Context: an optimization exercise on an open-source flow, tuned for small area. The choices shown serve that exercise and are no tape-out recipe.
The RTL was checked by simulation tests, not by an equivalence proof against the original design.
Power is estimated from default activity; no workload was simulated.

==> flow/design.v <==
package wishbone_pkg;
  typedef enum logic {
    IDLE = 1'b0,
    BUSY = 1'b1
  } mst_state_e;
  localparam logic [1:0] SLV0_SEL   = 2'b10;
  localparam logic [1:0] SLV1_SEL   = 2'b11;
  localparam int         SLV_DEPTH  = 16;
  localparam int         DEF_DATA_W = 64;
  localparam int         DEF_ADR_W  = 8;
endpackage
module wb_slave_regfile
#(
  parameter int DATA_W = wishbone_pkg::DEF_DATA_W,
  parameter int DEPTH  = 3
) (
  input  logic              clk,
  input  logic              rst,
  input  logic              wr,
  input  logic              wrn,
  input  logic [DATA_W-1:0] wdat,
  output logic [DATA_W-1:0] tap,
  output logic              tapv
);
  logic [DEPTH-1:0][DATA_W-1:0] slot_q;
  logic [DEPTH-1:0]             v_q;
  always_ff @(posedge clk) begin
    slot_q[0] <= ({DATA_W{wr}} & wdat) | ({DATA_W{wrn}} & slot_q[DEPTH-1]);
    for (int i = 1; i < DEPTH; i++) slot_q[i] <= slot_q[i-1];
  end
  always_ff @(posedge clk or posedge rst) begin
    if (rst) v_q <= '0;
    else     v_q <= {v_q[DEPTH-2:0], v_q[DEPTH-1] | wr};
  end
  assign tap  = slot_q[0];
  assign tapv = v_q[0];
endmodule
module wishbone_intercon
#(
  parameter int DATA_W = wishbone_pkg::DEF_DATA_W,
  parameter int ADR_W  = wishbone_pkg::DEF_ADR_W
) (
  input  logic              CLK_I,
  input  logic              RST_I,
  input  logic [DATA_W-1:0] DATA_INPUT,
  input  logic [ADR_W-1:0]  ADR_INPUT,
  input  logic              WE_INPUT,
  input  logic              SMP,
  output logic [DATA_W-1:0] DATA_OUTPUT
);
  localparam int NW  = 2 * wishbone_pkg::SLV_DEPTH;   
  localparam int NB3 = NW / 3;                         
  localparam int NB  = NB3 + 1;                        
  logic              b1_q, b2_q;
  logic              we_q, map_q;
  logic [4:0]        wa_q;             
  logic              pend_q;           
  logic [1:0]        ph3_q;            
  logic              ph2_q;            
  logic [NB-1:0]     wr_q, wrn_q;      
  logic [DATA_W-1:0] x_q;              
  logic [DATA_W-1:0] dout_q;
  logic              accept;
  logic [4:0]        ia, wa_d;
  logic              pend_d;
  logic [1:0]        ph3_d;
  logic              ph2_d;
  assign accept = ~b1_q & ~b2_q & (WE_INPUT | SMP);
  assign ia     = {ADR_INPUT[6], ADR_INPUT[3:0]};
  assign wa_d   = accept ? ia : wa_q;
  assign pend_d = (accept & WE_INPUT & ADR_INPUT[7]) | (pend_q & ~|wr_q);
  assign ph3_d  = (ph3_q == 2'd2) ? 2'd0 : ph3_q + 2'd1;
  assign ph2_d  = ~ph2_q;
  logic [NW-1:0] at0_w, at0n_w, last_d_w;
  for (genvar w = 0; w < NW; w++) begin : g_w
    localparam int N = (w < 3 * NB3) ? 3 : 2;
    localparam int K = (w < 3 * NB3) ? w % 3 : w - 3 * NB3;
    if (N == 3) begin : g_3
      assign at0_w[w]    = (ph3_q == 2'((3 - K) % 3));
      assign last_d_w[w] = (ph3_d == 2'((2 - K + 3) % 3));
    end else begin : g_2
      assign at0_w[w]    = (ph2_q == 1'((2 - K) % 2));
      assign last_d_w[w] = (ph2_d == 1'((1 - K + 2) % 2));
    end
  end
  logic [NW-1:0] dec_a, dec_i, dec_d;
  for (genvar w = 0; w < NW; w++) begin : g_dec
    assign dec_a[w] = (wa_q == w);
    assign dec_i[w] = (ia == w);
    assign dec_d[w] = (wa_d == w);
  end
  logic at0_a, at0_i;
  assign at0_a = |(dec_a & at0_w);
  assign at0_i = |(dec_i & at0_w);
  logic acc_rd, busy_rd;
  assign acc_rd  = accept & ~WE_INPUT & ADR_INPUT[7];
  assign busy_rd = (b1_q | b2_q) & ~we_q & map_q;
  logic [NB-1:0]             tsel, wr_d, tv;
  logic [NB-1:0][DATA_W-1:0] tap;
  for (genvar b = 0; b < NB; b++) begin : g_bank
    localparam int N = (b < NB3) ? 3 : 2;
    logic [N-1:0] ra, ri, wd;
    assign ra = dec_a[3 * b +: N] & at0_w[3 * b +: N];
    assign ri = dec_i[3 * b +: N] & at0_w[3 * b +: N];
    assign wd = dec_d[3 * b +: N] & last_d_w[3 * b +: N];
    assign tsel[b] = tv[b] & ((acc_rd & |ri) | (busy_rd & |ra));
    assign wr_d[b] = pend_d & |wd;
    wb_slave_regfile #(.DATA_W(DATA_W), .DEPTH(N)) u_bank (
      .clk  (CLK_I),
      .rst  (RST_I),
      .wr   (wr_q[b]),
      .wrn  (wrn_q[b]),
      .wdat (x_q),
      .tap  (tap[b]),
      .tapv (tv[b])
    );
  end
  logic [DATA_W-1:0] tmux;
  always_comb begin
    tmux = '0;
    for (int b = 0; b < NB; b++) tmux = tmux | ({DATA_W{tsel[b]}} & tap[b]);
  end
  logic x_in, x_tap, x_keep;
  assign x_in   = accept & WE_INPUT;
  assign x_tap  = (accept & ~WE_INPUT & at0_i) | (b1_q & ~we_q & at0_a);
  assign x_keep = ~x_in & ~x_tap;
  logic o_tap, o_x, o_keep;
  assign o_tap  = b2_q & ~we_q & (~map_q | at0_a);
  assign o_x    = b2_q & ~we_q & map_q & ~at0_a;
  assign o_keep = ~(b2_q & ~we_q);
  always_ff @(posedge CLK_I) begin
    x_q <= ({DATA_W{x_in}} & DATA_INPUT) | ({DATA_W{x_tap}} & tmux) |
           ({DATA_W{x_keep}} & x_q);
  end
  always_ff @(posedge CLK_I or posedge RST_I) begin
    if (RST_I) begin
      b1_q   <= 1'b0;
      b2_q   <= 1'b0;
      we_q   <= 1'b0;
      map_q  <= 1'b0;
      wa_q   <= '0;
      pend_q <= 1'b0;
      ph3_q  <= '0;
      ph2_q  <= 1'b0;
      wr_q   <= '0;
      wrn_q  <= '1;
      dout_q <= '0;
    end else begin
      b1_q   <= accept;
      b2_q   <= b1_q;
      ph3_q  <= ph3_d;
      ph2_q  <= ph2_d;
      pend_q <= pend_d;
      wa_q   <= wa_d;
      wr_q   <= wr_d;
      wrn_q  <= ~wr_d;
      if (accept) begin
        we_q  <= WE_INPUT;
        map_q <= ADR_INPUT[7];
      end
      dout_q <= ({DATA_W{o_tap}} & tmux) | ({DATA_W{o_x}} & x_q) |
                ({DATA_W{o_keep}} & dout_q);
    end
  end
  assign DATA_OUTPUT = dout_q;
endmodule
==> flow/run.sh <==
#!/bin/bash
# synth_recipe.tcl (not shown) runs the flow's synth.tcl, then flattens the netlist and writes it again
# the make line also repeats each setting of config.mk as NAME=value (left out here)
make -C /OpenROAD-flow-scripts/flow DESIGN_CONFIG=/design/flow/config.mk WORK_HOME=/design/flow/orfs CLKGATE_MAP_FILE= SYNTH_SCRIPT=/design/flow/synth_recipe.tcl finish
==> flow/config.mk <==
export PLATFORM = sky130hd
export DESIGN_NAME = wishbone_intercon
export DESIGN_NICKNAME = wishbone_intercon
export VERILOG_FILES = /design/flow/design.v
export SDC_FILE = /design/flow/constraint.sdc
export NUM_CORES = 4
export LEC_CHECK = 0
export CAP_MARGIN = 20
export CORE_MARGIN = 2
export CORE_UTILIZATION = 40
export SLEW_MARGIN = 20
==> flow/constraint.sdc <==
create_clock -name core_clock -period 5.0 [get_ports {CLK_I}]
set_input_delay 1.0000 -clock core_clock [delete_from_list [all_inputs] [get_ports {CLK_I}]]
set_output_delay 1.0000 -clock core_clock [all_outputs]
set_load 0.01 [all_outputs]
==> results list, run 1 <==
- The run finished with no timing, DRC or antenna violations.
- Number of nets at the end of the flow: 4889
- Leak pwr: 0.0285 uW
* Maximum fanout encountered on the critical timing path: 15
- In this run the horizontal extent of the chip is 397 um.
* Hold Path Class: register to register
* P&R area growth vs syn: 17.5%
- Post-synth net total: 4788
- TritonCTS Sinks: ~2200
- Total gr overflow: 0
* CTS Hold Bufs: 0
- Max Fclk: between 0.2 and 0.25 GHz
* Last weighted congestion value of the routability-driven placer: 0.903
- The top cell types in the final layout, fill and taps aside, are sky130_fd_sc_hd__dfxtp_1 (2112), sky130_fd_sc_hd__a22o_1 (752), sky130_fd_sc_hd__clkbuf_16 (208), sky130_fd_sc_hd__nand2_1 (204), sky130_fd_sc_hd__clkdlybuf4s50_1 (137).
* Nature of the critical path endpoint: register
- After detailed routing, the number of vias per cell comes to 5.67.
- Placeable core region: ~150000 um2
* Largest cells by area after synthesis: sky130_fd_sc_hd__dfxtp_1 (68%), sky130_fd_sc_hd__a22o_1 (11%), sky130_fd_sc_hd__dfrtp_1 (4.9%)
- In this run the number of H-tree levels came out at 4.
- GR peak layer: met2
- The number of antenna violations at the first check in global routing came to 7.
* Final WL: 196000 um
- For the final routed database, the setup TNS stands at 0 ns.
- Combinational power share: 12.1%
- CP arrival: 4.93 ns
- Entering global routing, the biggest net connects 94 pins.
- Tightest Pin Transition: 1.19 ns
- For this design the total switching power over the nets is 13700 uW.
- Time the final worst path needs with I/O delays and setup: between 4 and 5 ns
- Share of post-route cells with drive strength above 1: 10.9%
* Max Cap Violations: 0
- In this run the vertical extent of the chip is 397 um.
* Start-to-end type of the worst setup path: primary input to register
- The HPWL after detailed placement is roughly 110000 um.
* Via count of the first global-routing pass: 39100
- Vias after detailed routing: 39900
- For the worst setup path, the data required time is around 5.7 ns.
* Setup violations, final: 0
* Power per Cell Area: ~670 nW/um2
* Met3 Track Usage GR: roughly 4%
- For this run, design rule violations remaining after detail routing come to 0.
- Peak VDD IR: 0.445 mV
- Floorplan die area: 158000 um2
* Buffer levels on the longest clock path: 3
* Clk latency of the worst-skew pair: 0.83 ns
* Initial core utilization: 40.2%
- Fill cells in the final layout number between 10000 and 15000.
* Initial detailed-routing violation count: around 3500
- GRT Util Overall: 24.4%
- Fin. max-slew vios: 0
- Main synth FF type: sky130_fd_sc_hd__dfxtp_1
* RSZ-0062 raised after global routing: false
- Final Hold Vio Count: 0
* Worst slew margin: 20.7%
* Number of distinct library cells after synthesis: between 90 and 100
- The worst setup path is launched from a primary input.
- Synth Warn #: 3
* CTS tree: done
* Global-route wire length before repair: 283000 um
- TritonCTS Buffers: 205
- Average detailed-routed wire length per instance: 27.9 um
- Cell type with the highest aggregate area in the netlist: sky130_fd_sc_hd__dfxtp_1
* Number of port buffers: between 100 and 150
- Number of placement rows: about 140
- Across all hold checks on the routed design, the worst slack comes to 0.314 ns.
- Part of the power in registers: a little under three fifths
- Fraction of registers with async set/reset: 5.84%
- Register bit total from synthesis: 2243
- Relative contribution of the clock network to total power: 32.1%
- Counting flops with a built-in enable in the synthesized netlist gives 0.
- Sw Share: between 20% and 30%
* Clock-pin slew reported for the worst setup and hold paths after clock tree synthesis: around 0.060 ns
- CTS Root Buffer Type: sky130_fd_sc_hd__clkbuf_16
- Post-synthesis cell count: 4712
- Commonest non-fill, non-tap cell in the layout: sky130_fd_sc_hd__dfxtp_1
- Mean Syn Cell Area: 13.1 um2
- In this run, post-CTS repair resized a total of 0 instances.
- Summing every instance area after synthesis gives roughly 62000 um2.
* Worst Skew: 0.0210 ns
* Portion of synthesized cell area occupied by the leading cell type: about two thirds
- Met1 usage in global routing: 34.0%
- The final critical path takes up 83.9% of the cycle.
* Pint: ~35000 uW
- Ports placed on the boundary: 140
* Number of iterations in the first detailed-routing pass: 6
- Setup slack on the worst reg-to-reg path comes out at 0.91 ns.
* Sequential-to-total area share from yosys stat: roughly three quarters
- The detail route stage leaves a number of antenna-violating nets equal to 0.
- Setup fix buffers added after clock tree synthesis: 0
* Met2 Usage GRT: ~40%
[power by group through the flow]
stage	combinational (uW)	sequential, uW	clock, uW
floorplan	4260	25200	0
global placement	5650	27200	0
detailed placement	5760	27300	0
CTS	5820	27100	15700
global route	6190	27700	16500
finish	5850	27100	15600
[final cells by class]
cell class                      count  area, um2  share of cell area, %
Antenna cell                        3       7.51                 0.0103
Clock buffer                      315       6140                   8.44
Tap cell                         2044       2560                   3.52
Clock inverter                     63        642                  0.883
Timing Repair Buffer              274       2700                   3.71
Inverter                           49        191                  0.263
Multi-Input combinational cell   2040      14800                   20.4
Sequential cell                  2243      45700                   62.8
[per-layer routing]
layer  vias up  share of wire (%)
li1      17400                  -
met1     20500                 44
met2      1707                 46
met3       306                7.4
met4         2                2.7
met5         -              0.010
[worst max-delay path: stages]
cell	delay [ns]
sky130_fd_sc_hd__clkdlybuf4s50_1	0.83
sky130_fd_sc_hd__nor3b_1	0.68
sky130_fd_sc_hd__nand2_1	0.32
sky130_fd_sc_hd__a2111oi_2	0.55
sky130_fd_sc_hd__buf_4	0.24
sky130_fd_sc_hd__buf_4	0.38
sky130_fd_sc_hd__a32oi_1	0.17
sky130_fd_sc_hd__nand3_1	0.21
sky130_fd_sc_hd__a211oi_1	0.14
sky130_fd_sc_hd__and4_1	0.26
sky130_fd_sc_hd__o21ai_1	0.13
[per-stage QoR]
| stage | utilization, % | instances | setup slack, ns | area [um2] | total power (uW) |
|---|---|---|---|---|---|
| global route | 47.3 | 7028 | 0.743 | 72700 | 50300 |
| global placement | 42.8 | 6649 | 0.173 | 65900 | 32900 |
| detailed placement | 42.9 | 6650 | 0.151 | 65900 | 33100 |
| CTS | 47.3 | 7028 | 0.998 | 72700 | 48600 |
| floorplan | - | 4712 | 0.521 | 61900 | 29400 |
| finish | 47.3 | 7031 | 0.806 | 72700 | 48600 |
[logic make-up after synthesis]
| family | Yosys count | synth area share [%] |
|---|---|---|
| flops | 2243 | 73.6 |
| compound gates | 1372 | 17.9 |
| simple gates | 650 | 5.50 |
| buf+inv | 429 | 2.75 |
| xor+xnor | 12 | 0.170 |
| mux | 6 | 0.0990 |
[flip-flops by register name, indices dropped and copies added, names as in the netlist]
signal,cells
g_bank.u_bank.slot_q,2048
dout_q,64
x_q,64
g_bank.u_bank.v_q,32
wr_q,11
wrn_q,11
wa_q,5
ph3_q,2
b1_q,1
b2_q,1
map_q,1
pend_q,1
ph2_q,1
we_q,1
[cell usage after synthesis (29+ instances only)]
cell type and n:
sky130_fd_sc_hd__nor2_1 61, sky130_fd_sc_hd__inv_1 47, sky130_fd_sc_hd__a221o_1 50, sky130_fd_sc_hd__nand2_1 206, sky130_fd_sc_hd__nand3_1 116, sky130_fd_sc_hd__a22oi_1 103, sky130_fd_sc_hd__buf_1 106, sky130_fd_sc_hd__and3_1 36
sky130_fd_sc_hd__nand4_1 37, sky130_fd_sc_hd__nor3_1 31, sky130_fd_sc_hd__o211ai_1 53, sky130_fd_sc_hd__a22o_1 752, sky130_fd_sc_hd__a21oi_1 57, sky130_fd_sc_hd__nor4_1 29, sky130_fd_sc_hd__buf_2 46, sky130_fd_sc_hd__dfrtp_1 120
sky130_fd_sc_hd__clkbuf_1 222, sky130_fd_sc_hd__dfxtp_1 2112, sky130_fd_sc_hd__o21ai_0 128
[path summary, 6_finish.rpt]
kind | startpoint | endpoint | cells after the start
setup / recovery | ADR_INPUT[1] | dout_q[45] | 11
hold / removal | g_bank[0].u_bank.slot_q[71] | g_bank[0].u_bank.slot_q[135] | 0
setup reg to reg | b2_q | x_q[59] | 10
hold reg to reg | g_bank[0].u_bank.slot_q[71] | g_bank[0].u_bank.slot_q[135] | 0
max in group asynchronous | RST_I | dout_q[45] | 3
min in group asynchronous | RST_I | dout_q[3] | 2
==> inputs of run 2 (changes only) <==
--- a/flow/design.v
+++ b/flow/design.v
@@ -35,4 +35,18 @@
   assign tap  = slot_q[0];
   assign tapv = v_q[0];
+endmodule
+module wb_onehot_mux
+#(
+  parameter int DATA_W = wishbone_pkg::DEF_DATA_W,
+  parameter int N      = 3
+) (
+  input  logic [N-1:0]             sel,
+  input  logic [N*DATA_W-1:0]      d,
+  output logic [DATA_W-1:0]        y
+);
+  always_comb begin
+    y = '0;
+    for (int i = 0; i < N; i++) y = y | ({DATA_W{sel[i]}} & d[i * DATA_W +: DATA_W]);
+  end
 endmodule
 module wishbone_intercon
@@ -97,5 +111,5 @@
   assign busy_rd = (b1_q | b2_q) & ~we_q & map_q;
   logic [NB-1:0]             tsel, wr_d, tv;
-  logic [NB-1:0][DATA_W-1:0] tap;
+  logic [NB*DATA_W-1:0]      tap;
   for (genvar b = 0; b < NB; b++) begin : g_bank
     localparam int N = (b < NB3) ? 3 : 2;
@@ -112,13 +126,14 @@
       .wrn  (wrn_q[b]),
       .wdat (x_q),
-      .tap  (tap[b]),
+      .tap  (tap[b * DATA_W +: DATA_W]),
       .tapv (tv[b])
     );
   end
   logic [DATA_W-1:0] tmux;
-  always_comb begin
-    tmux = '0;
-    for (int b = 0; b < NB; b++) tmux = tmux | ({DATA_W{tsel[b]}} & tap[b]);
-  end
+  wb_onehot_mux #(.DATA_W(DATA_W), .N(NB)) u_tmux (
+    .sel (tsel),
+    .d   (tap),
+    .y   (tmux)
+  );
   logic x_in, x_tap, x_keep;
   assign x_in   = accept & WE_INPUT;
@@ -129,7 +144,17 @@
   assign o_x    = b2_q & ~we_q & map_q & ~at0_a;
   assign o_keep = ~(b2_q & ~we_q);
+  logic [DATA_W-1:0] x_d, dout_d;
+  wb_onehot_mux #(.DATA_W(DATA_W), .N(3)) u_xmux (
+    .sel ({x_in, x_tap, x_keep}),
+    .d   ({DATA_INPUT, tmux, x_q}),
+    .y   (x_d)
+  );
+  wb_onehot_mux #(.DATA_W(DATA_W), .N(3)) u_omux (
+    .sel ({o_tap, o_x, o_keep}),
+    .d   ({tmux, x_q, dout_q}),
+    .y   (dout_d)
+  );
   always_ff @(posedge CLK_I) begin
-    x_q <= ({DATA_W{x_in}} & DATA_INPUT) | ({DATA_W{x_tap}} & tmux) |
-           ({DATA_W{x_keep}} & x_q);
+    x_q <= x_d;
   end
   always_ff @(posedge CLK_I or posedge RST_I) begin
@@ -159,6 +184,5 @@
         map_q <= ADR_INPUT[7];
       end
-      dout_q <= ({DATA_W{o_tap}} & tmux) | ({DATA_W{o_x}} & x_q) |
-                ({DATA_W{o_keep}} & dout_q);
+      dout_q <= dout_d;
     end
   end
--- a/flow/config.mk
+++ b/flow/config.mk
@@ -8,4 +8,9 @@
 export CAP_MARGIN = 20
 export CORE_MARGIN = 2
-export CORE_UTILIZATION = 40
+export CORE_UTILIZATION = 50
+export CTS_BUF_LIST = sky130_fd_sc_hd__clkbuf_8
+export CTS_CLUSTER_DIAMETER = 50
+export CTS_CLUSTER_SIZE = 20
 export SLEW_MARGIN = 20
+export SYNTH_HIERARCHICAL = 1
+export SYNTH_MINIMUM_KEEP_SIZE = 0
==> run 2 against run 1 <==
Net effect:
- largest power group unchanged
- synthesized area grew 6.6%
- synthesized cell count grew 2.8%
- final cell count shrank 13%
- clock power shrank 36%
- largest cell class unchanged
- final area shrank 8.6%
- hold slack lost 0.0090 ns
==> results list, run 2 <==
- Worst slew margin: 20.8% (+0.15 points)
- Global-route wire length before repair: 230000 um (-19%)
- Maximum number of pins on one net before global-route repair: 65 (-31%)
- The synthesized netlist net count is 4919 (+2.7%).
- The cell leakage power was 0.0270 uW (-5.4%).
- The count of pins on the block boundary is 140 (unchanged).
- Average detailed-routed wire length per instance: 25.5 um (-8.8%)
* Commonest non-fill, non-tap cell in the layout: sky130_fd_sc_hd__dfxtp_1
- DPL Wire Length: 81600 um (-25%)
- Share of post-route cells with drive strength above 1: 9.66% (-1.3 points)
* Sequential-to-total area share from yosys stat: 69.0% (-4.6 points)
- The instance area at placement is 63000 um2 (-4.5%).
* Result of the run: finished clean
* Crit share post-route: 83.0% (-0.91 points)
- Max Cap Violations: 0 (unchanged)
- Max Fclk: 0.241 GHz (+1.1%)
- Met2 Usage GRT: 33.9% (-5.1 points)
* Largest cells by area after synthesis: sky130_fd_sc_hd__dfxtp_1 (64%), sky130_fd_sc_hd__a22o_1 (11%), sky130_fd_sc_hd__buf_4 (8.0%)
- The register with the most flip-flops in the final layout is g_bank.u_bank.slot_q.
* Commonest cells in the synthesized netlist: sky130_fd_sc_hd__dfxtp_1 (2112), sky130_fd_sc_hd__a22o_1 (831), sky130_fd_sc_hd__buf_4 (706), sky130_fd_sc_hd__a222oi_1 (192), sky130_fd_sc_hd__inv_1 (153)
- The endpoint arrival time on the critical path came to 4.91 ns (-0.02 ns).
* Worst Skew: 0.0485 ns (+0.0275 ns)
- The number of fillers in the final layout came to 11100 (-17%).
* Number of nets at the end of the flow: 4294 (-12%)
- Post-synthesis cell count: 4843 (+2.8%)
* Post-Synthesis Cell Area: 66000 um2 (+6.6%)
- Power per Cell Area: 655 nW/um2 (-2.0%)
- Cell area after layout: 66400 um2 (-8.6%)
- Post-CTS Resized: 0 (unchanged)
- Via count of the first global-routing pass: 34200 (-13%)
- Detailed-route DRC error count: 0 (unchanged)
* Clock-pin slew reported for the worst setup and hold paths after clock tree synthesis: 0.11 ns (+0.05 ns)
* Startpoint types: register
- The largest fanout of any net on the critical path came to 52 (+37).
* Synth Warn #: 11 (+8)
- The area of the core region is 131000 um2 (-15%).
* Register bit total from synthesis: 2243 (unchanged)
* Critical path required time: 5.76 ns (+0.02 ns)
- Among all flip-flop cells after synthesis, the most frequent one is sky130_fd_sc_hd__dfxtp_1.
- Die W: 367 um (-7.6%)
- Portion of synthesized cell area occupied by the leading cell type: 64.1% (-4.2 points)
- The flip-flop count of the largest register after layout came to 2048 (unchanged).
- Floorplan die area: 135000 um2 (-15%)
- Vert. Die Dim: 367 um (-7.6%)
- The number of flops mapped to enable cells by yosys is 0 (unchanged).
- Count leader, synth: sky130_fd_sc_hd__dfxtp_1
* P&R area growth vs syn: 0.656%
* Fraction of registers with async set/reset: 5.84% (unchanged)
- The number of levels the H-tree was split into is 4 (unchanged).
- Setup Total Neg Slack: 0 ns (unchanged)
- Number of placement rows: 133 (-7.6%)
- Setup violations, final: 0 (unchanged)
* Final WL: 155000 um (-21%)
* Total gr overflow: 0 (unchanged)
* Last weighted congestion value of the routability-driven placer: 0.790 (-12%)
* Number of distinct library cells after synthesis: 75 (-18%)
- Met1 usage in global routing: 33.4% (-0.59 points)
* Setup fix buffers added after clock tree synthesis: 0 (unchanged)
* Peak VDD IR: 0.377 mV (-15%)
* Time the final worst path needs with I/O delays and setup: 4.15 ns (-0.0453 ns)
- Most frequent cells in the layout: sky130_fd_sc_hd__dfxtp_1 (2112), sky130_fd_sc_hd__a22o_1 (831), sky130_fd_sc_hd__a222oi_1 (192), sky130_fd_sc_hd__clkbuf_8 (165), sky130_fd_sc_hd__inv_1 (164)
- met2 is the most crowded layer.
- Largest registers: g_bank.u_bank.slot_q x2048, dout_q x64, x_q x64
- By startpoint and endpoint, the worst setup path is classified as register to register.
- The CTS buffer count was 158 (-23%).
- The largest buffer count on any clock path came to 3 (unchanged).
- Number of vias per cell: 5.64 (-0.52%)
- Number of port buffers: 137 (unchanged)
* Clk latency of the worst-skew pair: 0.86 ns (+0.03 ns)
- The worst setup path is captured at a register.
* Setup slack on the worst flop-to-flop path: 0.85 ns (-0.06 ns)
* Vias after detailed routing: 34400 (-14%)
- Number of iterations in the first detailed-routing pass: 8 (+2)
- The path class of the tightest hold or removal check is register to register.
- Met3 Track Usage GR: 4.19% (+0.25 points)
- The placement-stage worst setup slack is 0.491 ns (+0.340 ns).
* CTS Root Buffer Type: sky130_fd_sc_hd__clkbuf_8
- The cts-stage hold buffer count is 0 (unchanged).
* Tightest Pin Transition: 1.19 ns (-0.00229 ns)
- RSZ-0062 raised after global routing: false
- The max-slew violation count is 0 (unchanged).
* Number of nets still failing antenna checks after routing: 0 (unchanged)
- The total global-route track usage came to 22.6% (-1.8 points).
* Number of antenna violations at the first check in global routing: 4 (-3)
- TritonCTS built the clock tree.
- TritonCTS Sinks: 2243 (unchanged)
- Final Hold Vio Count: 0 (unchanged)
- Initial detailed-routing violation count: 3713 (+6.6%)
- Cell type with the highest aggregate area in the netlist: sky130_fd_sc_hd__dfxtp_1
- The effective utilization at floorplan came to 50.3% (+10 points).
* Post-layout worst setup margin: 0.851 ns (+0.0453 ns)
* Mean Syn Cell Area: 13.6 um2 (+3.7%)
-- run 2: cell count changes in the layout (fill, tap and decap cells not counted), moves of 79 or more --
| cell | change |
|---|---|
| sky130_fd_sc_hd__a221oi_1 | +89 |
| sky130_fd_sc_hd__a222oi_1 | +168 |
| sky130_fd_sc_hd__a22o_1 | +79 |
| sky130_fd_sc_hd__a22oi_1 | -100 |
| sky130_fd_sc_hd__clkbuf_16 | -208 |
| sky130_fd_sc_hd__clkbuf_8 | +112 |
| sky130_fd_sc_hd__inv_1 | +118 |
| sky130_fd_sc_hd__nand2_1 | -184 |
| sky130_fd_sc_hd__o21ai_0 | -121 |
-- run 2: kinds of logic after synthesis --
| group | count (synthesis) | synth area share [%] |
|---|---|---|
| DFF | 2243 | 69.0 |
| AOI/OAI and AO/OA | 1225 | 16.7 |
| xor gates and xnor gates | 11 | 0.146 |
| muxes | 2 | 0.0360 |
| buffers and inverters | 1150 | 12.4 |
| and+or+nand+nor | 212 | 1.76 |
-- run 2: per-stage QoR --
step | instances | total power, uW | util, % | hold slack, ns
final | 6088 | 43500 | 50.6 | 0.305
after global routing | 6087 | 45500 | 50.6 | 0.305
after CTS | 6084 | 43700 | 50.6 | 0.306
after detailed placement | 5813 | 33700 | 48.0 | 0.312
after global placement | 5813 | 33500 | 48.0 | 0.310
after floorplan | 4843 | 33700 | - | 0.310
-- run 2: routing by layer --
metal,wire length [um],part of all wire [%]
met1,74300,48
met5,0,0
met4,2960,1.9
met3,10100,6.5
met2,67700,44
-- run 2: report_power, final --
part | leakage, uW | switching [uW] | internal (uW)
sequential | 0.0189 | 3810 | 24600
combinational | 0.00634 | 2500 | 2580
clock | 0.00176 | 6030 | 4000
total | 0.0270 | 12300 | 31200
-- run 2: worst max-delay path, cell delays in order (launching register included) --
cell	delay (ns)
sky130_fd_sc_hd__dfrtp_1	0.89
sky130_fd_sc_hd__nand2b_1	0.27
sky130_fd_sc_hd__o22ai_1	0.41
sky130_fd_sc_hd__a21oi_1	0.12
sky130_fd_sc_hd__o311ai_0	0.37
sky130_fd_sc_hd__a211oi_2	0.27
sky130_fd_sc_hd__a21oi_4	0.47
sky130_fd_sc_hd__buf_4	0.96
sky130_fd_sc_hd__a222oi_1	0.16
sky130_fd_sc_hd__inv_1	0.10
-- run 2: final timing paths --
check	start	cells past startpoint	endpoint
max in group asynchronous	RST_I	3	dout_q[24]
min	g_bank[8].u_bank.slot_q[80]	0	g_bank[8].u_bank.slot_q[144]
max	ph3_q[1]	9	dout_q[29]
max reg2reg	ph3_q[1]	9	dout_q[29]
min reg2reg	g_bank[8].u_bank.slot_q[80]	0	g_bank[8].u_bank.slot_q[144]
min in group asynchronous	RST_I	2	g_bank[1].u_bank.v_q[0]
-- run 2: area by class of cell --
| cell class | count | area (um2) | share of cell area (%) |
|---|---|---|---|
| flip-flops and latches | 2243 | 45700 | 68.7 |
| multi-input cells | 1450 | 12400 | 18.7 |
| clock buffers | 165 | 2270 | 3.42 |
| well taps | 1755 | 2200 | 3.30 |
| repair buffers | 209 | 2150 | 3.24 |
| clock inverters | 106 | 1170 | 1.76 |
| inverters | 156 | 591 | 0.889 |
| diodes | 4 | 10.0 | 0.0151 |
==> inputs of run 3 (changes only) <==
--- a/flow/design.v
+++ b/flow/design.v
@@ -130,27 +130,19 @@
     );
   end
-  logic [DATA_W-1:0] tmux;
-  wb_onehot_mux #(.DATA_W(DATA_W), .N(NB)) u_tmux (
-    .sel (tsel),
-    .d   (tap),
-    .y   (tmux)
-  );
-  logic x_in, x_tap, x_keep;
+  logic x_in, x_cap, x_keep;
   assign x_in   = accept & WE_INPUT;
-  assign x_tap  = (accept & ~WE_INPUT & at0_i) | (b1_q & ~we_q & at0_a);
-  assign x_keep = ~x_in & ~x_tap;
-  logic o_tap, o_x, o_keep;
-  assign o_tap  = b2_q & ~we_q & (~map_q | at0_a);
-  assign o_x    = b2_q & ~we_q & map_q & ~at0_a;
-  assign o_keep = ~(b2_q & ~we_q);
+  assign x_cap  = (accept & ~WE_INPUT & at0_i) | (b1_q & ~we_q & at0_a) |
+                  (b2_q & ~we_q & (~map_q | at0_a));
+  assign x_keep = ~x_in & ~x_cap;
   logic [DATA_W-1:0] x_d, dout_d;
-  wb_onehot_mux #(.DATA_W(DATA_W), .N(3)) u_xmux (
-    .sel ({x_in, x_tap, x_keep}),
-    .d   ({DATA_INPUT, tmux, x_q}),
+  wb_onehot_mux #(.DATA_W(DATA_W), .N(NB + 2)) u_xmux (
+    .sel ({x_keep, x_in, tsel}),
+    .d   ({x_q, DATA_INPUT, tap}),
     .y   (x_d)
   );
-  wb_onehot_mux #(.DATA_W(DATA_W), .N(3)) u_omux (
-    .sel ({o_tap, o_x, o_keep}),
-    .d   ({tmux, x_q, dout_q}),
+  logic o_ld_q, o_keep_q;
+  wb_onehot_mux #(.DATA_W(DATA_W), .N(2)) u_omux (
+    .sel ({o_ld_q, o_keep_q}),
+    .d   ({x_d, dout_q}),
     .y   (dout_d)
   );
@@ -170,4 +162,6 @@
       wr_q   <= '0;
       wrn_q  <= '1;
+      o_ld_q   <= 1'b0;
+      o_keep_q <= 1'b1;
       dout_q <= '0;
     end else begin
@@ -180,4 +174,6 @@
       wr_q   <= wr_d;
       wrn_q  <= ~wr_d;
+      o_ld_q   <= b1_q & ~we_q;
+      o_keep_q <= ~(b1_q & ~we_q);
       if (accept) begin
         we_q  <= WE_INPUT;
==> flow/flow/run.sh (new file) <==
#!/bin/bash
# Standard ORFS layout (the standard.sh, unchanged synthesis) with two
# changes passed to ORFS's own scripts through their environment variables:
#  - CTS: clkbuf_8 clock buffers, clusters of up to 20 sinks, no dummy loads;
#  - port buffers: buf_1 instead of the default buffer cell.
# make's full output goes to flow_make.log; each ORFS step keeps its own log
# under orfs/logs/.
set -euo pipefail
export CTS_ARGS="-sink_clustering_enable -repair_clock_nets -buf_list sky130_fd_sc_hd__clkbuf_8 -sink_clustering_size 20 -sink_clustering_max_diameter 50 -dont_use_dummy_load"
export BUFFER_PORTS_ARGS="-buffer_cell sky130_fd_sc_hd__buf_1"
bash standard.sh > flow_make.log 2>&1
==> flow/standard.sh (new file) <==
#!/bin/bash
# synth_recipe.tcl (not shown) runs the flow's synth.tcl, then flattens the netlist and writes it again
# the make line also repeats each setting of config.mk as NAME=value (left out here)
make -C /OpenROAD-flow-scripts/flow DESIGN_CONFIG=/design/flow/config.mk WORK_HOME=/design/flow/orfs CLKGATE_MAP_FILE= SYNTH_SCRIPT=/design/flow/synth_recipe.tcl "${@:-finish}"
removed: flow/run.sh
==> run 3 against run 2 <==
Net effect:
- critical path depth grew 2
- die area shrank 1.4%
- utilization shrank 1.6 points
- count of clock-buffer cells in the layout shrank 14
- sequential share of layout area grew 3.5 points
- flip-flop and latch count grew 2
- largest cell class unchanged
- highest routed layer unchanged
==> results list, run 3 <==
- The worst hold slack after final layout is 0.150 ns (-0.155 ns).
- Worst reg2reg path startpoint: ph3_q[1]
* Last weighted congestion value of the routability-driven placer: 0.766 (-3.1%)
- Post-CTS Resized: 0 (unchanged)
- The final count of hold timing violations came to 0 (unchanged).
* Crit share post-route: 75.1% (-7.9 points)
- Average detailed-routed wire length per instance: 26.1 um (+2.5%)
- Total cell area at the placement stage: 61200 um2 (-2.8%)
- Post-synthesis cell count: 4748 (-2.0%)
- Vert. Die Dim: 365 um (-0.71%)
* Number of placement rows: 132 (-0.75%)
* Maximum number of pins on one net before global-route repair: 65 (unchanged)
- Max Cap Violations: 0 (unchanged)
- The ratio of total power to cell area is 667 nW/um2 (+2.0%).
- Post-Synthesis Cell Area: 65100 um2 (-1.4%)
* Setup Total Neg Slack: 0 ns (unchanged)
- Number of nets at the end of the flow: 4200 (-2.2%)
* Number of flip-flops in the largest register: 2048 (unchanged)
- The worst-margin pin slew was 1.12 ns (-0.0717 ns).
* Post-place setup slack: 0.880 ns (+0.389 ns)
* Count leader, synth: sky130_fd_sc_hd__dfxtp_1
- The cts-stage hold buffer count was 0 (unchanged).
- The cell leakage power came to 0.0245 uW (-9.4%).
- TritonCTS Buffers: 151 (-4.4%)
* Worst slew margin: 25.6% (+4.8 points)
* Setup fix buffers added after clock tree synthesis: 0 (unchanged)
- The total global-route track usage was 22.9% (+0.28 points).
- Routed signal wires occupy layers up through met4.
* Routed length on met1: 74300 um (about the same)
- Fraction of registers with async set/reset: 5.92% (+0.084 points)
* Main synth FF type: sky130_fd_sc_hd__dfxtp_1
- P&R area growth vs syn: -2.69%
- The data required time of the worst path was 5.76 ns (about the same).
* Nature of the critical path endpoint: register
- The first-pass GRT wire length is 225000 um (-1.8%).
- Number of port buffers: 137 (unchanged)
- After synthesis, the cell types taking the most area are sky130_fd_sc_hd__dfxtp_1 (65%), sky130_fd_sc_hd__a22o_1 (10%), sky130_fd_sc_hd__buf_4 (8.2%).
- The total number of yosys warnings was 11 (unchanged).
* Sequential-to-total area share from yosys stat: 70.1% (+1.1 points)
* Number of vias per cell: 5.69 (+0.82%)
* Met3 wire length: 9600 um (-4.5%)
- The top cell type's share of synthesized area is 65.0% (+0.93 points).
- Setup repair after global routing left no endpoint under its margin.
- Cell type with the highest aggregate area in the netlist: sky130_fd_sc_hd__dfxtp_1
- More flip-flops sit in one register than any other, and that register is g_bank.u_bank.slot_q.
- Result of the run: finished clean
- Post-synth EDFFs: 0 (unchanged)
* Fin. max-slew vios: 0 (unchanged)
- The final total power came to 42300 uW (-2.8%).
- The worst clock skew on the final layout is 0.0987 ns (+0.0503 ns).
* CP arrival: 4.52 ns (-0.39 ns)
- The endpoint identified for the worst register-to-register timing path is dout_q[10].
* Cell area after layout: 63300 um2 (-4.7%)
* Buffer levels on the longest clock path: 3 (unchanged)
- Register bit total from synthesis: 2245 (+0.089%)
* Setup violations, final: 0 (unchanged)
- The effective utilization at floorplan came to 50.3% (about the same).
- Number of nets still failing antenna checks after routing: 0 (unchanged)
- Following the worst setup path forward leads to its endpoint at dout_q[10].
- The insertion delay to the later sink of the worst-skew pair is 0.91 ns (+0.05 ns).
* Max Fclk: 0.266 GHz (+11%)
- The average size of a mapped cell is 13.7 um2 (+0.54%).
- STA classifies the critical path startpoint as a register.
- The number of vias in the routed layout was 33400 (-2.9%).
- The number of global-route vias before repair is 32900 (-3.9%).
- The post-detailed-placement half-perimeter wirelength is 80200 um (-1.7%).
* Start-to-end type of the worst setup path: register to register
* Detailed-route DRC error count: 0 (unchanged)
- The first-pass iteration count of the detailed router is 6 (-2).
* Total gr overflow: 0 (unchanged)
* Post-synth net total: 4824 (-1.9%)
* Met2 Routed Length: 66400 um (-1.9%)
- CTS Root Buffer Type: sky130_fd_sc_hd__clkbuf_8
* CTS tree: done
* Setup slack on the worst flop-to-flop path: 1.25 ns (+0.40 ns)
- The die width is 365 um (-0.71%).
- The number of levels the H-tree was split into is 4 (unchanged).
- Hold Path Class: primary input to async pin
- The peak ir drop on the vdd network came to 0.344 mV (-8.7%).
* Placeable core region: 129000 um2 (-1.5%)
- Post-layout worst setup margin: 1.25 ns (+0.396 ns)
- The area of the die came to 133000 um2 (-1.4%).
- The largest registers in the layout are g_bank.u_bank.slot_q x2048, dout_q x64, x_q x64.
- The commonest cells after synthesis are sky130_fd_sc_hd__dfxtp_1 (2112), sky130_fd_sc_hd__a22o_1 (769), sky130_fd_sc_hd__buf_4 (709), sky130_fd_sc_hd__a22oi_1 (319), sky130_fd_sc_hd__buf_2 (138).
* Cell depth of the worst flop-to-flop path: 11 (+2)
* Most frequent cells in the layout: sky130_fd_sc_hd__dfxtp_1 (2112), sky130_fd_sc_hd__a22o_1 (769), sky130_fd_sc_hd__a22oi_1 (319), sky130_fd_sc_hd__clkbuf_8 (151), sky130_fd_sc_hd__buf_1 (137)
- Final WL: 153000 um (-1.2%)
- The post-layout minimum cycle time is 3.75 ns (-0.396 ns).
- TritonCTS Sinks: 2245 (+0.089%)
* Number of antenna violations at the first check in global routing: 4 (unchanged)
- The largest fanout of any net on the critical path was 27 (-48%).
- Clock-pin slew reported for the worst setup and hold paths after clock tree synthesis: 0.12 ns (about the same)
- The count of pins on the block boundary came to 140 (unchanged).
- Share of post-route cells with drive strength above 1: 6.87% (-2.8 points)
- The most critical setup path has its startpoint at ph3_q[1].
- Number of distinct library cells after synthesis: 71 (-5.3%)
- Initial detailed-routing violation count: 3319 (-11%)
- Commonest non-fill, non-tap cell in the layout: sky130_fd_sc_hd__dfxtp_1
==> run 3: cell count changes after synthesis, moves of 21 or more <==
cell	before	now
sky130_fd_sc_hd__buf_2	114	138
sky130_fd_sc_hd__buf_6	130	108
sky130_fd_sc_hd__a221oi_1	106	1
sky130_fd_sc_hd__a22oi_1	3	319
sky130_fd_sc_hd__a221oi_2	21	0
sky130_fd_sc_hd__nand3_1	73	18
sky130_fd_sc_hd__nand4_1	3	67
sky130_fd_sc_hd__a22o_1	831	769
sky130_fd_sc_hd__a222oi_1	192	64
sky130_fd_sc_hd__and3_1	5	66
sky130_fd_sc_hd__inv_1	153	21
==> run 3: cell type report <==
type	count	area, um2
clock buffer	151	2080
fill	11200	66000
sequential	2245	45700
tap	1742	2180
antenna	2	5.00
inverter	25	96.3
timing repair buffer	203	1150
multi-input combinational	1498	12100
==> run 3: cells by family (layout without fill, tap and decap cells) <==
family                    count (synthesis)  count (layout)  synth area share [%]
DFF                                    2245            2245                  70.1
xor gates and xnor gates                  7               7                0.0942
muxes                                     2               2                0.0327
buffers and inverters                  1005             379                  11.4
and+or+nand+nor                         275             275                  2.61
AOI/OAI and AO/OA                      1214            1214                  15.7
other                                     0               2                     0
==> run 3: how the worst min path moves through the flow <==
stage	cells after the start	slack (ns)	from	endpoint
floorplan	0	0.31	g_bank[0].u_bank.slot_q[64]	g_bank[0].u_bank.slot_q[128]
global placement	0	0.31	g_bank[6].u_bank.slot_q[121]	g_bank[6].u_bank.slot_q[185]
detailed placement	0	0.31	g_bank[4].u_bank.slot_q[91]	g_bank[4].u_bank.slot_q[155]
CTS	3	0.08	RST_I	g_bank[10].u_bank.v_q[1]
global route	3	0.13	RST_I	g_bank[4].u_bank.v_q[2]
finish	3	0.15	RST_I	g_bank[4].u_bank.v_q[2]
==> run 3: through the flow <==
| stage | util, % | cells |
|---|---|---|
| after floorplan | - | 4748 |
| after global placement | 47.3 | 5713 |
| after detailed placement | 47.3 | 5713 |
| after CTS | 49.0 | 5864 |
| after global routing | 49.0 | 5865 |
| final | 49.0 | 5866 |
==> run 3: routing by layer <==
metal / vias to the layer above / GRT usage, %
met3: 209 / 3.67
met2: 1030 / 34.0
li1: 14900 / -
met5: - / 0
met1: 17200 / 34.8
met4: 0 / 5.45
==> run 3: power by group <==
| group | internal (uW) | switching, uW | total, uW | leakage (uW) |
|---|---|---|---|---|
| Clock | 2720 | 5210 | 7930 | 0.00109 |
| Combinational | 2490 | 2450 | 4930 | 0.00450 |
| Sequential | 25300 | 4100 | 29400 | 0.0189 |
==> run 3: worst max-delay path, stage by stage, from the launching register on <==
cell and delay (ns):
sky130_fd_sc_hd__dfrtp_1 0.68, sky130_fd_sc_hd__or3b_1 0.53, sky130_fd_sc_hd__nor3_1 0.16, sky130_fd_sc_hd__a31oi_1 0.12, sky130_fd_sc_hd__or4_1 0.47, sky130_fd_sc_hd__o41ai_1 0.10
sky130_fd_sc_hd__and2_4 0.67, sky130_fd_sc_hd__buf_4 0.32, sky130_fd_sc_hd__a22oi_1 0.10, sky130_fd_sc_hd__and3_1 0.25, sky130_fd_sc_hd__nand4_1 0.11, sky130_fd_sc_hd__a22o_1 0.13
==> inputs of run 4 (changes only) <==
--- a/flow/design.v
+++ b/flow/design.v
@@ -16,23 +16,15 @@
 ) (
   input  logic              clk,
-  input  logic              rst,
   input  logic              wr,
   input  logic              wrn,
   input  logic [DATA_W-1:0] wdat,
-  output logic [DATA_W-1:0] tap,
-  output logic              tapv
+  output logic [DATA_W-1:0] tap
 );
   logic [DEPTH-1:0][DATA_W-1:0] slot_q;
-  logic [DEPTH-1:0]             v_q;
   always_ff @(posedge clk) begin
     slot_q[0] <= ({DATA_W{wr}} & wdat) | ({DATA_W{wrn}} & slot_q[DEPTH-1]);
     for (int i = 1; i < DEPTH; i++) slot_q[i] <= slot_q[i-1];
   end
-  always_ff @(posedge clk or posedge rst) begin
-    if (rst) v_q <= '0;
-    else     v_q <= {v_q[DEPTH-2:0], v_q[DEPTH-1] | wr};
-  end
-  assign tap  = slot_q[0];
-  assign tapv = v_q[0];
+  assign tap = slot_q[0];
 endmodule
 module wb_onehot_mux
@@ -73,4 +65,5 @@
   logic              ph2_q;            
   logic [NB-1:0]     wr_q, wrn_q;      
+  logic [1:0]        clr_q;            
   logic [DATA_W-1:0] x_q;              
   logic [DATA_W-1:0] dout_q;
@@ -110,5 +103,7 @@
   assign acc_rd  = accept & ~WE_INPUT & ADR_INPUT[7];
   assign busy_rd = (b1_q | b2_q) & ~we_q & map_q;
-  logic [NB-1:0]             tsel, wr_d, tv;
+  logic first_n;
+  assign first_n = (clr_q != 2'd2);
+  logic [NB-1:0]             tsel, wr_d;
   logic [NB*DATA_W-1:0]      tap;
   for (genvar b = 0; b < NB; b++) begin : g_bank
@@ -118,14 +113,12 @@
     assign ri = dec_i[3 * b +: N] & at0_w[3 * b +: N];
     assign wd = dec_d[3 * b +: N] & last_d_w[3 * b +: N];
-    assign tsel[b] = tv[b] & ((acc_rd & |ri) | (busy_rd & |ra));
+    assign tsel[b] = (acc_rd & first_n & |ri) | (busy_rd & |ra);
     assign wr_d[b] = pend_d & |wd;
     wb_slave_regfile #(.DATA_W(DATA_W), .DEPTH(N)) u_bank (
       .clk  (CLK_I),
-      .rst  (RST_I),
       .wr   (wr_q[b]),
       .wrn  (wrn_q[b]),
       .wdat (x_q),
-      .tap  (tap[b * DATA_W +: DATA_W]),
-      .tapv (tv[b])
+      .tap  (tap[b * DATA_W +: DATA_W])
     );
   end
@@ -161,5 +154,6 @@
       ph2_q  <= 1'b0;
       wr_q   <= '0;
-      wrn_q  <= '1;
+      wrn_q  <= '0;
+      clr_q  <= 2'd2;
       o_ld_q   <= 1'b0;
       o_keep_q <= 1'b1;
@@ -173,5 +167,6 @@
       wa_q   <= wa_d;
       wr_q   <= wr_d;
-      wrn_q  <= ~wr_d;
+      wrn_q  <= ~wr_d & {NB{clr_q == 2'd0}};
+      clr_q  <= clr_q - {1'b0, clr_q != 2'd0};
       o_ld_q   <= b1_q & ~we_q;
       o_keep_q <= ~(b1_q & ~we_q);
==> run 4 against run 3 <==
Net effect:
- largest power group unchanged
- flip-flop and latch count decreased by 30
- highest routed layer is now met5
- routed wire length down 0.28%
- still clean on timing, DRC and antenna
- non-clock buffer count rose by 2
- register-to-register slack got worse by 0.11 ns
- worst setup slack got worse by 0.11 ns
- hold slack improved by 0.12 ns
- critical path depth fell by 1
- synthesized area shrank 0.42%
- utilization is 0.37 points lower
- combinational power fell by 5.3%
==> results list, run 4 <==
* Worst slew margin: 23.4% (-2.2 points)
- Commonest cells in the synthesized netlist: sky130_fd_sc_hd__dfxtp_1 (2112), sky130_fd_sc_hd__a22o_1 (739), sky130_fd_sc_hd__buf_4 (705), sky130_fd_sc_hd__a22oi_1 (322), sky130_fd_sc_hd__buf_6 (186)
- GR peak layer: met1
* Worst hold endpoint: g_bank[8].u_bank.slot_q[133]
- Number of nets still failing antenna checks after routing: 0 (unchanged)
* Setup violations, final: 0 (unchanged)
- The ratio of total power to cell area is 630 nW/um2 (-5.6%).
- Setup Total Neg Slack: 0 ns (unchanged)
- The final wirelength came to 153000 um (-0.28%).
- The sequential standard cell area is 45000 um2 (-1.7%).
- Fraction of registers with async set/reset: 4.65% (-1.3 points)
* RSZ-0062 raised after global routing: false
- The met3 demand-to-capacity share in global routing was 3.81% (+0.14 points).
* Peak VDD IR: 0.300 mV (-13%)
- The worst hold path begins at g_bank[8].u_bank.slot_q[69].
- Synth Warn #: 11 (unchanged)
- The run finished with no timing, DRC or antenna violations.
- Global-route wire length before repair: 225000 um (-0.28%)
* Post-CTS Resized: 0 (unchanged)
- The number of antenna violations at the first check in global routing was 5 (+1).
* Post-synthesis cell count: 4718 (-0.63%)
* Post-Synthesis Cell Area: 64800 um2 (-0.42%)
* Number of placement rows: 132 (unchanged)
- The largest buffer count on any clock path is 3 (unchanged).
- Clk latency of the worst-skew pair: 0.89 ns (-0.02 ns)
- Number of distinct library cells after synthesis: 63 (-11%)
* Time the final worst path needs with I/O delays and setup: 3.86 ns (+0.109 ns)
- Start-to-end type of the worst setup path: register to register
* Vert. Die Dim: 364 um (-0.21%)
- The number of global-route vias before repair came to 32900 (+0.079%).
- The final core area utilization was 48.6% (-0.37 points).
* DPL Wire Length: 79600 um (-0.78%)
* Final Hold Vio Count: 0 (unchanged)
* Largest cells by area after synthesis: sky130_fd_sc_hd__dfxtp_1 (65%), sky130_fd_sc_hd__a22o_1 (10%), sky130_fd_sc_hd__buf_4 (8.2%)
- Die W: 364 um (-0.21%)
* Nature of the critical path endpoint: register
* Worst hold path cell count: 0
* Tightest Pin Transition: 1.15 ns (+0.0328 ns)
- The number of levels the H-tree was split into is 4 (unchanged).
- sky130_fd_sc_hd__dfxtp_1 is the most common cell in the netlist.
- From synthesis to final layout, the design area changed by -3.26%.
* Cell with the largest stage delay on the worst path: sky130_fd_sc_hd__dfrtp_1
- Max Cap Violations: 0 (unchanged)
- FILL cells: 11200 (-0.063%)
* Footprint of the multi-input gates: 12200 um2 (+1.2%)
- For this run, the leading register cell type out of synthesis is sky130_fd_sc_hd__dfxtp_1.
- The min-delay analysis places its worst path in the category register to register.
- In the final layout, the registers with the most flip-flops are g_bank.u_bank.slot_q x2048, dout_q x64, x_q x64.
* Share of post-route cells with drive strength above 1: 7.49% (+0.63 points)
- Met1 usage in global routing: 34.4% (-0.41 points)
- TritonCTS Buffers: 148 (-2.0%)
- The number of vias per cell after detailed routing came to 5.71 (+0.26%).
- Leaving out fill and tap cells, the most frequent cell in the layout is sky130_fd_sc_hd__dfxtp_1.
* Slowest stage delay, CP: 0.79 ns (+0.11 ns)
* Setup slack on the worst flop-to-flop path: 1.14 ns (-0.11 ns)
* Floorplan die area: 132000 um2 (-0.41%)
- Worst reg2reg path startpoint: ph3_q[0]
* Cell depth of the worst flop-to-flop path: 10 (-1)
* Vias after detailed routing: 33300 (-0.39%)
- Crit share post-route: 77.2% (+2.2 points)
* Portion of synthesized cell area occupied by the leading cell type: 65.3% (+0.27 points)
- The final estimated routing congestion in global placement was 0.806 (+5.3%).
- Detailed-route DRC error count: 0 (unchanged)
- The area of the core region came to 129000 um2 (-0.26%).
- TritonCTS Sinks: 2215 (-1.3%)
* Mean Syn Cell Area: 13.7 um2 (+0.22%)
* Worst Skew: 0.0868 ns (-0.0119 ns)
- Of all cell types, the one taking the most synthesized area is sky130_fd_sc_hd__dfxtp_1.
- The number of buffer and inverter instances along the worst setup path came to 1 (unchanged).
* Fin. max-slew vios: 0 (unchanged)
* CTS Root Buffer Type: sky130_fd_sc_hd__clkbuf_8
- Smallest hold slack: 0.272 ns (+0.122 ns)
- The worst setup path is launched from a register.
- GRT Util Overall: 22.9% (about the same)
- The net total in the final layout is 4163 (-0.88%).
- CP arrival: 4.63 ns (+0.11 ns)
* Post-synth net total: 4794 (-0.62%)
- The effective utilization at floorplan was 50.2% (-0.082 points).
- The upper clock frequency limit is 0.259 GHz (-2.8%).
* Number of port buffers: 137 (unchanged)
- Setup fix buffers added after clock tree synthesis: 0 (unchanged)
- TritonCTS built the clock tree.
- The total of flip-flops plus latches after synthesis is 2215 (-1.3%).
- Most frequent cells in the layout: sky130_fd_sc_hd__dfxtp_1 (2112), sky130_fd_sc_hd__a22o_1 (738), sky130_fd_sc_hd__a22oi_1 (322), sky130_fd_sc_hd__clkbuf_8 (148), sky130_fd_sc_hd__buf_1 (137)
- The data required time of the worst path was 5.76 ns (about the same).
- Kind of cell adding the most delay to the critical path: compound AO/OA/AOI/OAI gates
* R2r endpoint: dout_q[47]
- The aggregate global routing overflow is 0 (unchanged).
* Post-synth EDFFs: 0 (unchanged)
* Number of iterations in the first detailed-routing pass: 5 (-1)
* Post-layout worst setup margin: 1.14 ns (-0.109 ns)
* CTS Hold Bufs: 0 (unchanged)
- The register clock-pin slew on the reported worst setup and hold paths was 0.11 ns (about the same).
- The largest fanout of any net on the critical path came to 19 (-30%).
- The average wire per standard cell is 26.2 um (+0.37%).
- The largest net degree at the start of global routing is 74 (+14%).
* Post-place setup slack: 0.789 ns (-0.0915 ns)
* Most flops, register: g_bank.u_bank.slot_q
- The signal on the critical path passes through nor2b_1 > o2bb2ai_1 > nand2_1 > a21oi_1 > or4_1 > a21oi_4 > buf_4 > a22oi_1 > nand4_1 > a22o_1.
- The sequential cell area fraction in the yosys report is 69.2% (-0.88 points).
- The fraction of met2 tracks used by global routing was 34.1% (+0.15 points).
- The count of pins on the block boundary is 140 (unchanged).
- Initial detailed-routing violation count: 3106 (-6.4%)
- The flip-flop count of the largest register after layout was 2048 (unchanged).
- Leak pwr: 0.0241 uW (-1.6%)
[run 4: kinds of logic after synthesis]
| logic type | Yosys count | share of synthesized area [%] |
|---|---|---|
| DFF | 2215 | 69.2 |
| buffers and inverters | 995 | 12.1 |
| xor gates and xnor gates | 9 | 0.122 |
| AOI/OAI and AO/OA | 1222 | 15.9 |
| muxes | 8 | 0.145 |
| and+or+nand+nor | 269 | 2.46 |
[run 4: metrics by stage]
stage | cell area, um2 | power [uW] | instances
after CTS | 62700 | 39700 | 5827
after detailed placement | 60600 | 32000 | 5679
after floorplan | 64800 | 31900 | 4718
after global routing | 62700 | 41300 | 5828
after global placement | 60600 | 31800 | 5679
final | 62700 | 39500 | 5828
[run 4: worst max path at each step]
stage / start / endpoint / slack (ns) / cells past startpoint
after floorplan: RST_I / b1_q / 1.30 / 1
after global placement: ADR_INPUT[1] / dout_q[32] / 0.80 / 10
after detailed placement: ADR_INPUT[0] / dout_q[32] / 0.79 / 11
after CTS: ph3_q[0] / dout_q[47] / 1.18 / 10
after global routing: ph3_q[0] / dout_q[47] / 0.95 / 10
final: ph3_q[0] / dout_q[47] / 1.14 / 10
[run 4: layout make-up]
| cell class | instances | share of cell area (%) |
|---|---|---|
| antenna | 1 | 0.00399 |
| clock buffer | 148 | 3.25 |
| inverter | 9 | 0.0619 |
| multi-input combinational | 1508 | 19.5 |
| sequential | 2215 | 71.7 |
| tap | 1742 | 3.48 |
| timing repair buffer | 205 | 1.97 |
[run 4: report_power, final]
group	internal, uW	total, uW	switching, uW
sequential	23400	27100	3610
clock	2670	7770	5100
combinational	2190	4670	2470
[run 4: per-layer routing]
| layer | part of all wire (%) | vias up |
|---|---|---|
| li1 | - | 14800 |
| met2 | 43 | 1013 |
| met3 | 6.3 | 204 |
| met5 | 0.025 | - |
| met4 | 1.9 | 6 |
| met1 | 48 | 17200 |
==> inputs of run 5 (changes only) <==
--- a/flow/config.mk
+++ b/flow/config.mk
@@ -8,8 +8,9 @@
 export CAP_MARGIN = 20
 export CORE_MARGIN = 2
-export CORE_UTILIZATION = 50
+export CORE_UTILIZATION = 62
 export CTS_BUF_LIST = sky130_fd_sc_hd__clkbuf_8
 export CTS_CLUSTER_DIAMETER = 50
 export CTS_CLUSTER_SIZE = 20
+export PLACE_DENSITY = 0.75
 export SLEW_MARGIN = 20
 export SYNTH_HIERARCHICAL = 1
==> run 5 against run 4 <==
Net effect:
- still clean on timing, DRC and antenna
- synthesized cell count did not move
- sequential share of layout area up 0.89 points
- worst setup slack improved by 0.30 ns
- fmax rose by 8.4%
- sequential power is essentially flat
- combinational power is essentially flat
- count of clock-buffer cells in the layout decreased by 11
==> results list, run 5 <==
* Result of the run: finished clean
* Detailed-route DRC error count: 0 (unchanged)
- The upper clock frequency limit came to 0.281 GHz (+8.4%).
- The number of vias per cell after detailed routing was 6.18 (+8.3%).
- The worst-case reg-to-reg path depth was 12 (+2).
* Worst slew margin: 23.9% (+0.50 points)
- The instance count of the mapped netlist is 4718 (unchanged).
* Commonest non-fill, non-tap cell in the layout: sky130_fd_sc_hd__dfxtp_1
- The cell leakage power was 0.0239 uW (-0.74%).
* Tightest Pin Transition: 1.14 ns (-0.00750 ns)
- The number of resized instances in the post-cts repair step was 0 (unchanged).
* CTS Hold Bufs: 0 (unchanged)
* Number of placement rows: 118 (-11%)
* Via count of the first global-routing pass: 33200 (+0.81%)
* Nature of the critical path endpoint: register
* Vert. Die Dim: 327 um (-10%)
- Clk latency of the worst-skew pair: 0.87 ns (-0.02 ns)
- Average detailed-routed wire length per instance: 26.6 um (+1.8%)
- The worst setup path is launched from a register.
- Ranked by instance count, the synthesized netlist is headed by sky130_fd_sc_hd__dfxtp_1 (2112), sky130_fd_sc_hd__a22o_1 (739), sky130_fd_sc_hd__buf_4 (705), sky130_fd_sc_hd__a22oi_1 (322), sky130_fd_sc_hd__buf_6 (186).
- g_bank.u_bank.slot_q holds more flip-flops than any other register.
* Number of iterations in the first detailed-routing pass: 6 (+1)
- Mean Syn Cell Area: 13.7 um2 (unchanged)
* Worst hold endpoint: g_bank[3].u_bank.slot_q[136]
- The count of antenna-violating nets left after detailed routing was 0 (unchanged).
- The post-CTS setup buffer count was 0 (unchanged).
- Power per Cell Area: 632 nW/um2 (+0.31%)
* Ports placed on the boundary: 140 (unchanged)
- The max-capacitance violation count is 0 (unchanged).
* Maximum level of the CTS H-tree: 4 (unchanged)
- Maximum number of pins on one net before global-route repair: 67 (-9.5%)
* Worst reg2reg path startpoint: ph3_q[1]
- The final estimated routing congestion in global placement came to 0.828 (+2.7%).
- The cell count of the worst hold path was 0 (unchanged).
- Initial detailed-routing violation count: 3625 (+17%)
* Fraction of registers with async set/reset: 4.65% (unchanged)
* Placeable core region: 104000 um2 (-20%)
* Maximum fanout encountered on the critical timing path: 36 (+17)
- CP arrival: 4.29 ns (-0.34 ns)
- Floorplan die area: 107000 um2 (-19%)
- The post-layout minimum cycle time was 3.56 ns (-0.299 ns).
- The endpoint identified for the worst register-to-register timing path is dout_q[62].
- The signal on the critical path passes through nor2b_1 > buf_4 > a22oi_1 > o311ai_0 > a211oi_1 > a31oi_1 > a21oi_4 > buf_4 > a22o_1 > a221oi_1 > nand3_1 > a22o_1.
- Yosys instantiated no cell more often than sky130_fd_sc_hd__dfxtp_1.
* FILL cells: 7894 (-29%)
- RSZ-0062 raised after global routing: false
* Sequential-to-total area share from yosys stat: 69.2% (unchanged)
- The flip-flop count of the largest register after layout was 2048 (unchanged).
- Cell type with the highest aggregate area in the netlist: sky130_fd_sc_hd__dfxtp_1
* Die W: 327 um (-10%)
* P&R area growth vs syn: -4.45%
* Setup violations, final: 0 (unchanged)
- Final Hold Vio Count: 0 (unchanged)
* Hold Path Class: register to register
* Register bit total from synthesis: 2215 (unchanged)
- CTS placed an instance of sky130_fd_sc_hd__clkbuf_8 at the clock tree root.
- The worst clock skew on the final layout was 0.0927 ns (+0.00587 ns).
- The max-slew violation count came to 0 (unchanged).
- Number of nets at the end of the flow: 4136 (-0.65%)
- The number of flops mapped to enable cells by yosys was 0 (unchanged).
* Post-synth net total: 4794 (unchanged)
- Crit path buffers/inverters: 2 (+1)
- In the final layout, the registers with the most flip-flops are g_bank.u_bank.slot_q x2048, dout_q x64, x_q x64.
- The register clock-pin slew on the reported worst setup and hold paths came to 0.12 ns (about the same).
- Setup slack on the worst flop-to-flop path: 1.44 ns (+0.30 ns)
- The number of vias in the routed layout is 33600 (+1.1%).
- The number of distinct library cells after synthesis came to 63 (unchanged).
- The kind of cell with the highest combined delay along the critical path is compound AO/OA/AOI/OAI gates.
- Yosys attributes the largest share of cell area to sky130_fd_sc_hd__dfxtp_1 (65%), sky130_fd_sc_hd__a22o_1 (10%), sky130_fd_sc_hd__buf_4 (8.2%).
* Peak VDD IR: 0.294 mV (-2.1%)
- Main synth FF type: sky130_fd_sc_hd__dfxtp_1
- The largest buffer count on any clock path was 3 (unchanged).
- Portion of synthesized cell area occupied by the leading cell type: 65.3% (unchanged)
* TritonCTS Buffers: 137 (-7.4%)
- Critical path required time: 5.73 ns (-0.03 ns)
- DPL Wire Length: 73600 um (-7.5%)
* Min-delay src: g_bank[3].u_bank.slot_q[72]
- Final WL: 145000 um (-5.0%)
- Setup Total Neg Slack: 0 ns (unchanged)
- Crit share post-route: 71.2% (-6.0 points)
* Most frequent cells in the layout: sky130_fd_sc_hd__dfxtp_1 (2112), sky130_fd_sc_hd__a22o_1 (738), sky130_fd_sc_hd__a22oi_1 (322), sky130_fd_sc_hd__clkbuf_8 (137), sky130_fd_sc_hd__buf_1 (137)
- The first-pass GRT wire length came to 215000 um (-4.4%).
- The fraction of layout instances using a drive strength above 1 is 6.88% (-0.62 points).
- The setup path with the least slack is of type register to register.
- CTS tree: done
* Initial core utilization: 62.5% (+12 points)
* Cell with the largest stage delay on the worst path: sky130_fd_sc_hd__dfrtp_1
* Total gr overflow: 0 (unchanged)
- The worst hold slack after final layout came to 0.284 ns (+0.0123 ns).
* GRT Util Overall: 26.7% (+3.8 points)
* Post-Synthesis Cell Area: 64800 um2 (unchanged)
- TritonCTS Sinks: 2215 (unchanged)
- Slowest stage delay, CP: 0.81 ns (+0.02 ns)
- Synth Warn #: 11 (unchanged)
- Number of antenna violations at the first check in global routing: 3 (-2)
- The count of port buffers added during placement is 137 (unchanged).
run 5: cell counts after synthesis:
No cell type changed its count.
run 5: logic make-up after synthesis:
family	synth area share [%]
AO/OA/AOI/OAI	15.9
XOR/XNOR	0.122
buffers and inverters	12.1
flip-flops	69.2
multiplexers	0.145
AND/OR/NAND/NOR	2.46
run 5: area by class of cell:
cell class | count | area (um2) | share of cell area, %
inverter | 9 | 38.8 | 0.0627
clock buffer | 137 | 1890 | 3.05
tap | 1380 | 1730 | 2.79
sequential | 2215 | 45000 | 72.6
antenna | 2 | 5.00 | 0.00808
multi-input combinational | 1508 | 12200 | 19.8
timing repair buffer | 189 | 1070 | 1.72
run 5: how the worst max path moves through the flow:
stage,startpoint,to,slack [ns],cells after the start
after floorplan,RST_I,b1_q,1.30,1
after global placement,ADR_INPUT[0],dout_q[62],0.81,12
after detailed placement,ADR_INPUT[0],dout_q[62],0.75,12
after CTS,ph3_q[1],dout_q[62],1.48,12
after global routing,ph3_q[1],dout_q[62],1.24,12
final,ph3_q[1],dout_q[62],1.44,12
run 5: per-stage QoR:
step / instances / util (%) / setup WS [ns] / total power (uW) / area (um2)
2_1_floorplan: 4718 / - / 1.30 / 31900 / 64800
3_3_place_gp: 5301 / 57.9 / 0.807 / 31500 / 60000
3_5_place_dp: 5301 / 57.9 / 0.754 / 31800 / 60000
4_1_cts: 5438 / 59.7 / 1.48 / 39100 / 61900
5_1_grt: 5439 / 59.7 / 1.24 / 40700 / 61900
6_report: 5440 / 59.7 / 1.44 / 39100 / 61900
run 5: metal layers:
| layer | vias up | GRT usage [%] | wire, um |
|---|---|---|---|
| li1 | 14800 | - | - |
| met1 | 17000 | 39.8 | 65000 |
| met2 | 1563 | 40.1 | 64100 |
| met3 | 263 | 4.50 | 12300 |
| met4 | 2 | 7.86 | 3530 |
| met5 | - | 0 | 13 |
run 5: where the power goes:
group          leakage [uW]  internal, uW  switching [uW]  total (uW)
Clock              0.000985          2480            4970        7460
Combinational       0.00444          2160            2510        4670
Sequential           0.0185         23500            3550       27000
run 5: worst register-to-register path, cell delays in order, from the launching register on:
cell and delay, ns:
sky130_fd_sc_hd__dfrtp_1 0.81, sky130_fd_sc_hd__nor2b_1 0.21, sky130_fd_sc_hd__buf_4 0.20, sky130_fd_sc_hd__a22oi_1 0.14, sky130_fd_sc_hd__o311ai_0 0.39, sky130_fd_sc_hd__a211oi_1 0.09
sky130_fd_sc_hd__a31oi_1 0.36, sky130_fd_sc_hd__a21oi_4 0.06, sky130_fd_sc_hd__buf_4 0.34, sky130_fd_sc_hd__a22o_1 0.30, sky130_fd_sc_hd__a221oi_1 0.20, sky130_fd_sc_hd__nand3_1 0.15
sky130_fd_sc_hd__a22o_1 0.22

[static timing again, ports no longer ideal]
How much do the figures lean on ideal ports? The routed layouts below were timed once more, with nothing changed but the port constraints.
Step 1 sets driving cells, clkbuf_16 on the clock port and buf_2 on the other inputs (assumed; they add their load-dependent delay and slew).
Step 2 moves the port delays by t, midway between the first and last clock arrival at a register: inputs arrive t later, outputs are due t later. That takes back most of the time a late clock gives input paths.
a / b / c = ideal ports / drivers / drivers and shift; a / b = the first two.
| run | t (ns) | setup WS [ns] | worst setup path at the end | slew at the worst register clock pin (ns) |
|---|---|---|---|---|
| run 1 | 0.897 | 0.806 / 0.824 / -0.073 | input to register | 0.07 / 0.07 |
| run 2 | 0.899 | 0.851 / 0.851 / 0.344 | input to register | 0.12 / 0.12 |
| run 3 | 0.927 | 1.247 / 1.247 / 0.744 | input to register | 0.12 / 0.12 |
| run 4 | 0.922 | 1.138 / 1.138 / 0.676 | input to register | 0.12 / 0.12 |
| run 5 | 0.888 | 1.438 / 1.438 / 0.701 | input to register | 0.12 / 0.12 |
With both steps, setup timing fails in run 1, where it was met with ideal ports. For run 1, which loses most, drivers alone change the setup slack by +0.018 ns; drivers and shift together by -0.879 ns.
